This is an optimization exercise on Yosys and OpenROAD, whose aim is a short achievable clock period and few clock cycles, not a production implementation. The RTL was checked by simulation tests, not by an equivalence proof against the original design.

==> job 2558 <==
==> flow/design.v <==
package e_mdu_pkg;
  localparam int unsigned CNT_W = 4;
  localparam logic [2:0] MD_NONE  = 3'd0;
  localparam logic [2:0] MD_MULT  = 3'd1;
  localparam logic [2:0] MD_MULTU = 3'd2;
  localparam logic [2:0] MD_DIV   = 3'd3;
  localparam logic [2:0] MD_DIVU  = 3'd4;
  localparam logic [2:0] MD_MADD  = 3'd5;
  localparam logic [2:0] MD_MADDU = 3'd6;
  localparam logic [2:0] MD_MSUB  = 3'd7;
endpackage
module e_mdu_divwin
#(
  parameter int HIP = 8,
  parameter int LOP = 0
) (
  input  logic [31:0]       r_i,
  input  logic [31:0]       q_i,
  input  logic [7:1][34:0]  mb_i,
  output logic [31:0]       r_o,
  output logic [31:0]       q_o
);
  localparam int NS = (HIP - LOP + 3) / 3;
  logic [31:0] rr [0:NS];
  logic [31:0] qq [0:NS];
  assign rr[0] = r_i;
  assign qq[0] = q_i;
  for (genvar s = 0; s < NS; s++) begin : g_step
    localparam int P  = LOP + 3 * (NS - 1 - s);
    localparam int W  = (HIP - P + 1) >= 3 ? 3 : (HIP - P + 1);
    localparam int NM = 1 << W;
    localparam logic [31:0] LOWM = (32'd1 << P) - 32'd1;
    logic [35:0] df [1:NM-1];
    logic [NM:0] ok;
    for (genvar m = 1; m < NM; m++) begin : g_m
      assign df[m] = {4'b0, rr[s] >> P} - {1'b0, mb_i[m]};
      assign ok[m] = ~df[m][35];
    end
    assign ok[0]  = 1'b1;
    assign ok[NM] = 1'b0;
    always_comb begin
      rr[s+1] = rr[s];
      qq[s+1] = qq[s];
      for (int m = 1; m < NM; m++) begin
        if (ok[m] && !ok[m+1]) begin
          rr[s+1] = (rr[s] & LOWM) | (df[m][31:0] << P);
          qq[s+1] = qq[s] | (32'(m) << P);
        end
      end
    end
  end
  assign r_o = rr[NS];
  assign q_o = qq[NS];
endmodule
import e_mdu_pkg::*;
module e_mdu
(
  input  logic        clk,
  input  logic        reset,
  input  logic        start,
  input  logic [2:0]  md_op,
  input  logic [31:0] rs_val,
  input  logic [31:0] rt_val,
  input  logic        mthi,
  input  logic        mtlo,
  input  logic        rd_hi,
  output logic        busy,
  output logic [31:0] hi,
  output logic [31:0] lo,
  output logic [31:0] md_out
);
  localparam int K2 = 6;    
  localparam int K  = 12;   
  localparam int K3 = 24;   
  logic [31:0]      r_q, q_q;          
  logic [7:1][34:0] mb_q;              
  logic             sq_q, sr_q;        
  logic [1:0]       ph_q;              
  logic launch, is_mul, is_div, sgn;
  assign is_mul = (md_op == MD_MULT) || (md_op == MD_MULTU);
  assign is_div = (md_op == MD_DIV) || (md_op == MD_DIVU);
  assign sgn    = (md_op == MD_MULT) || (md_op == MD_DIV);
  assign launch = !busy && start && (is_mul || is_div);
  logic [63:0] prod;
  assign prod = {{32{sgn & rs_val[31]}}, rs_val} * {{32{sgn & rt_val[31]}}, rt_val};
  logic             sa, sb, bzero, long1, long2;
  logic [31:0]      a_mag, b_mag, r_l, q_l;
  logic [7:1][34:0] mb_d;
  assign sa    = sgn & rs_val[31];
  assign sb    = sgn & rt_val[31];
  assign a_mag = sa ? -rs_val : rs_val;
  assign b_mag = sb ? -rt_val : rt_val;
  assign bzero = (rt_val == 32'd0);
  always_comb begin
    for (int m = 1; m < 8; m++) mb_d[m] = 35'(m) * {3'b0, b_mag};
  end
  assign long1 = (a_mag >> K)  >= b_mag;    
  assign long2 = (a_mag >> K3) >= b_mag;    
  e_mdu_divwin #(.HIP(K-1), .LOP(K2)) u_win_l (
    .r_i(a_mag), .q_i(32'd0), .mb_i(mb_d), .r_o(r_l), .q_o(q_l)
  );
  logic [31:0] r_a, q_a, r_b, q_b;
  e_mdu_divwin #(.HIP(31), .LOP(K3)) u_win_a (
    .r_i(r_q), .q_i(q_q), .mb_i(mb_q), .r_o(r_a), .q_o(q_a)
  );
  e_mdu_divwin #(.HIP(K3-1), .LOP(K2)) u_win_b (
    .r_i(r_q), .q_i(q_q), .mb_i(mb_q), .r_o(r_b), .q_o(q_b)
  );
  logic [31:0] r_o, q_o, cur_hi, cur_lo;
  e_mdu_divwin #(.HIP(K2-1), .LOP(0)) u_win_o (
    .r_i(r_q), .q_i(q_q), .mb_i(mb_q), .r_o(r_o), .q_o(q_o)
  );
  assign cur_hi = sr_q ? -r_o : r_o;
  assign cur_lo = sq_q ? -q_o : q_o;
  always_ff @(posedge clk) begin
    if (reset) begin
      r_q  <= '0;
      q_q  <= '0;
      mb_q <= '1;
      sq_q <= 1'b0;
      sr_q <= 1'b0;
      ph_q <= 2'd0;
    end else if (busy) begin
      ph_q <= ph_q - 2'd1;
      if (ph_q == 2'd2) begin
        r_q <= r_a;
        q_q <= q_a;
      end else begin
        r_q <= r_b;
        q_q <= q_b;
      end
    end else if (launch && is_mul) begin
      {r_q, q_q} <= prod;
      mb_q       <= '1;
      sq_q       <= 1'b0;
      sr_q       <= 1'b0;
    end else if (launch && !bzero) begin
      mb_q <= mb_d;
      sq_q <= sa ^ sb;
      sr_q <= sa;
      if (long1) begin
        r_q  <= a_mag;
        q_q  <= 32'd0;
        ph_q <= long2 ? 2'd2 : 2'd1;
      end else begin
        r_q  <= r_l;
        q_q  <= q_l;
      end
    end else begin
      r_q  <= (mthi && !launch) ? rs_val : cur_hi;
      q_q  <= (mtlo && !launch) ? rs_val : cur_lo;
      mb_q <= '1;
      sq_q <= 1'b0;
      sr_q <= 1'b0;
    end
  end
  assign busy   = (ph_q != 2'd0);
  assign hi     = cur_hi;
  assign lo     = cur_lo;
  assign md_out = rd_hi ? cur_hi : cur_lo;
endmodule
==> flow/flow/run.sh <==
#!/bin/bash
# Standard ORFS layout (the standard.sh, standard synthesis unchanged), with timing repair
# asked to over-fix setup: the design's constraints are unchanged, repair_timing just keeps
# working until each path has SETUP_SLACK_MARGIN ns of slack left.
set -euo pipefail
bash standard.sh SETUP_SLACK_MARGIN=42 finish > flow_make.log 2>&1
==> flow/standard.sh <==
#!/bin/bash
# synth_recipe.tcl (not shown) runs the flow's synth.tcl, then flattens the netlist and writes it again
# the make line also repeats each setting of config.mk as NAME=value (left out here)
make -C /OpenROAD-flow-scripts/flow DESIGN_CONFIG=/design/flow/config.mk WORK_HOME=/design/flow/orfs CLKGATE_MAP_FILE= SYNTH_SCRIPT=/design/flow/synth_recipe.tcl "${@:-finish}"
==> flow/config.mk <==
export PLATFORM = sky130hd
export DESIGN_NAME = e_mdu
export DESIGN_NICKNAME = e_mdu
export VERILOG_FILES = /design/flow/design.v
export SDC_FILE = /design/flow/constraint.sdc
export NUM_CORES = 4
export LEC_CHECK = 0
export CAP_MARGIN = 20
export CORE_MARGIN = 2
export CORE_UTILIZATION = 40
export SLEW_MARGIN = 20
==> flow/constraint.sdc <==
create_clock -name core_clock -period 72.0 [get_ports {clk}]
set_input_delay 14.4000 -clock core_clock [delete_from_list [all_inputs] [get_ports {clk}]]
set_output_delay 14.4000 -clock core_clock [all_outputs]
set_load 0.01 [all_outputs]
==> job 6474: changes against job 2558 <==
==> flow/design.v, changed modules only <==
module e_mdu_divwin_l
#(
  parameter int HIP = 8,
  parameter int LOP = 0
) (
  input  logic [31:0]       r_i,
  input  logic [7:1][36:0]  ms_i,
  input  logic              neg_i,
  output logic [31:0]       r_o,
  output logic [31:0]       q_o
);
  localparam int NS = (HIP - LOP + 3) / 3;
  logic [31:0] rr [0:NS];
  logic [31:0] qq [0:NS];
  assign rr[0] = r_i;
  assign qq[0] = 32'd0;
  for (genvar s = 0; s < NS; s++) begin : g_step
    localparam int P  = LOP + 3 * (NS - 1 - s);
    localparam int W  = (HIP - P + 1) >= 3 ? 3 : (HIP - P + 1);
    localparam int NM = 1 << W;
    localparam logic [31:0] LOWM = (32'd1 << P) - 32'd1;
    logic [37:0] dp [1:NM-1];
    logic [37:0] dn [1:NM-1];
    logic [37:0] df [1:NM-1];
    logic [NM:0] ok;
    for (genvar m = 1; m < NM; m++) begin : g_m
      assign dp[m] = {6'b0, rr[s] >> P} - {ms_i[m][36], ms_i[m]};
      assign dn[m] = {6'b0, rr[s] >> P} + {ms_i[m][36], ms_i[m]};
      assign df[m] = neg_i ? dn[m] : dp[m];
      assign ok[m] = ~df[m][37];
    end
    assign ok[0]  = 1'b1;
    assign ok[NM] = 1'b0;
    always_comb begin
      rr[s+1] = rr[s];
      qq[s+1] = qq[s];
      for (int m = 1; m < NM; m++) begin
        if (ok[m] && !ok[m+1]) begin
          rr[s+1] = (rr[s] & LOWM) | (df[m][31:0] << P);
          qq[s+1] = qq[s] | (32'(m) << P);
        end
      end
    end
  end
  assign r_o = rr[NS];
  assign q_o = qq[NS];
endmodule
module e_mdu
(
  input  logic        clk,
  input  logic        reset,
  input  logic        start,
  input  logic [2:0]  md_op,
  input  logic [31:0] rs_val,
  input  logic [31:0] rt_val,
  input  logic        mthi,
  input  logic        mtlo,
  input  logic        rd_hi,
  output logic        busy,
  output logic [31:0] hi,
  output logic [31:0] lo,
  output logic [31:0] md_out
);
  localparam int K2 = 6;    
  localparam int K  = 12;   
  localparam int K3 = 24;   
  logic [31:0]      r_q, q_q;          
  logic [7:1][34:0] mb_q;              
  logic             sq_q, sr_q;        
  logic             ph_q;              
  logic launch, is_mul, is_div, sgn;
  assign is_mul = (md_op == MD_MULT) || (md_op == MD_MULTU);
  assign is_div = (md_op == MD_DIV) || (md_op == MD_DIVU);
  assign sgn    = (md_op == MD_MULT) || (md_op == MD_DIV);
  assign launch = !busy && start && (is_mul || is_div);
  logic [63:0] prod;
  assign prod = {{32{sgn & rs_val[31]}}, rs_val} * {{32{sgn & rt_val[31]}}, rt_val};
  logic             sa, sb, bzero, long1;
  logic [31:0]      a_mag, b_mag, r_l, q_l, r_l2, q_l2;
  logic [7:1][34:0] mb_d;
  logic [7:1][36:0] ms_d;
  logic [31:0]      a_neg;
  assign sa    = sgn & rs_val[31];
  assign sb    = sgn & rt_val[31];
  assign a_neg = -rs_val;
  assign a_mag = sa ? a_neg : rs_val;
  assign b_mag = sb ? -rt_val : rt_val;
  assign bzero = (rt_val == 32'd0);
  always_comb begin
    for (int m = 1; m < 8; m++) mb_d[m] = 35'(m) * {3'b0, b_mag};
    for (int m = 1; m < 8; m++) ms_d[m] = 37'(m) * {{5{sb}}, rt_val};
  end
  assign long1 = (a_mag >> K)  >= b_mag;    
  e_mdu_divwin_l #(.HIP(K-1), .LOP(K2)) u_win_l (
    .r_i(a_mag), .ms_i(ms_d), .neg_i(sb), .r_o(r_l), .q_o(q_l)
  );
  e_mdu_divwin_l #(.HIP(31), .LOP(K3)) u_win_l2 (
    .r_i(a_mag), .ms_i(ms_d), .neg_i(sb), .r_o(r_l2), .q_o(q_l2)
  );
  logic [31:0] r_b, q_b;
  e_mdu_divwin #(.HIP(K3-1), .LOP(K2)) u_win_b (
    .r_i(r_q), .q_i(q_q), .mb_i(mb_q), .r_o(r_b), .q_o(q_b)
  );
  logic [31:0] r_o, q_o, cur_hi, cur_lo;
  e_mdu_divwin #(.HIP(K2-1), .LOP(0)) u_win_o (
    .r_i(r_q), .q_i(q_q), .mb_i(mb_q), .r_o(r_o), .q_o(q_o)
  );
  assign cur_hi = sr_q ? -r_o : r_o;
  assign cur_lo = sq_q ? -q_o : q_o;
  always_ff @(posedge clk) begin
    if (reset) begin
      r_q  <= '0;
      q_q  <= '0;
      mb_q <= '1;
      sq_q <= 1'b0;
      sr_q <= 1'b0;
      ph_q <= 1'b0;
    end else if (busy) begin
      ph_q <= 1'b0;
      r_q  <= r_b;
      q_q  <= q_b;
    end else if (launch && is_mul) begin
      {r_q, q_q} <= prod;
      mb_q       <= '1;
      sq_q       <= 1'b0;
      sr_q       <= 1'b0;
    end else if (launch && !bzero) begin
      mb_q <= mb_d;
      sq_q <= sa ^ sb;
      sr_q <= sa;
      if (long1) begin
        r_q  <= r_l2;
        q_q  <= q_l2;
        ph_q <= 1'b1;
      end else begin
        r_q  <= r_l;
        q_q  <= q_l;
      end
    end else begin
      r_q  <= (mthi && !launch) ? rs_val : cur_hi;
      q_q  <= (mtlo && !launch) ? rs_val : cur_lo;
      mb_q <= '1;
      sq_q <= 1'b0;
      sr_q <= 1'b0;
    end
  end
  assign busy   = ph_q;
  assign hi     = cur_hi;
  assign lo     = cur_lo;
  assign md_out = rd_hi ? cur_hi : cur_lo;
endmodule
==> flow/flow/run.sh (replaced) <==
#!/bin/bash
# Standard ORFS layout (the standard.sh, standard synthesis unchanged), with two changes:
# - timing repair is asked to over-fix setup: the design's constraints are unchanged,
#   repair_timing just keeps working until each path has SETUP_SLACK_MARGIN ns of slack left;
# - rd_hi is placed in the middle of the md_out pins (flow/pins.tcl, before pin placement).
set -euo pipefail
bash standard.sh SETUP_SLACK_MARGIN=44.5 PRE_IO_PLACEMENT_TCL="$PWD/flow/pins.tcl" finish > flow_make.log 2>&1
==> flow/flow/pins.tcl (new file) <==
# Keep rd_hi among the md_out pins so the md_out select net stays short.
set_io_pin_constraint -group -order -pin_names {md_out[0] md_out[1] md_out[2] md_out[3] md_out[4] md_out[5] md_out[6] md_out[7] md_out[8] md_out[9] md_out[10] md_out[11] md_out[12] md_out[13] md_out[14] md_out[15] rd_hi md_out[16] md_out[17] md_out[18] md_out[19] md_out[20] md_out[21] md_out[22] md_out[23] md_out[24] md_out[25] md_out[26] md_out[27] md_out[28] md_out[29] md_out[30] md_out[31]}
CAP_MARGIN = 35   (was 20)
SLEW_MARGIN = 25   (was 20)
==> comparison table <==
item	job 2558	job 6474
Run status	no timing/DRC/antenna violations	no timing/DRC/antenna violations
Upper clock frequency limit	33.38 MHz	33.80 MHz
Proportion of synthesized chip area in sequential cells	2.806%	2.646%
Max transition margin	10.22%	21.98%
Final #Nets	22510	23780
Final cycle utilization of the critical path	41.61%	41.09%
Final wirelength	851100 um	824900 um
Area share of the largest cell type after synthesis	16.96%	17.12%
Final setup skew	0.03133 ns	0.01819 ns
Syn. warnings	26	36
DRT met1 WL	316900 um	307300 um
Area of combinational cells with multiple inputs	0.1307 mm^2	0.1389 mm^2
Seq/total area	2.605%	2.437%
Core area	0.3554 mm^2	0.3753 mm^2
Post-route standard cell area excluding fillers	0.1542 mm^2	0.1640 mm^2
Count of fill cells added during filler insertion	37060	38670
Vias in the first global route	150700	155000
R2r worst-path depth	86	84
Filler-free cell count of the finished design	24140	25480
Met1 global-route usage	54.44%	49.54%
Per-instance average area after synthesis	7.465 um^2	7.478 um^2
Die outline area	0.3615 mm^2	0.3814 mm^2
Detailed-route via count	158600	165700
Pre-CTS setup slack	41.49 ns	41.65 ns
Testbench counts of job 2558, summed over its fixed seeds: cycles 3,429.
Testbench counts of job 6474, summed over its fixed seeds: cycles 3,371.

[re-timing with driven ports]
The results above use ideal ports. As a check the final layouts listed here were re-extracted and re-timed, cells and wires unchanged. Step 1, drivers: a clkbuf_16 drives clk and a buf_2 each remaining input, both assumed. Step 2 moves the port delays by t, midway between the first and last clock arrival at a register: inputs arrive t later, outputs are due t later. That takes back most of the time a late clock gives input paths. a / b / c = ideal / step 1 / step 2; a / b = the first two.
run	shift t [ns]	setup slack, ns	latest minus earliest clock arrival (ns)	cell pins on the clock port's net
job 2558	0.662	42.038 / 41.998 / 41.781	0.031 / 0.032	1
job 6474	0.579	42.418 / 42.364 / 42.364	0.019 / 0.018	1
After both steps setup and hold are still met in every run listed. For job 2558, which loses most, drivers alone change the setup slack by -0.040 ns; drivers and shift together by -0.257 ns.
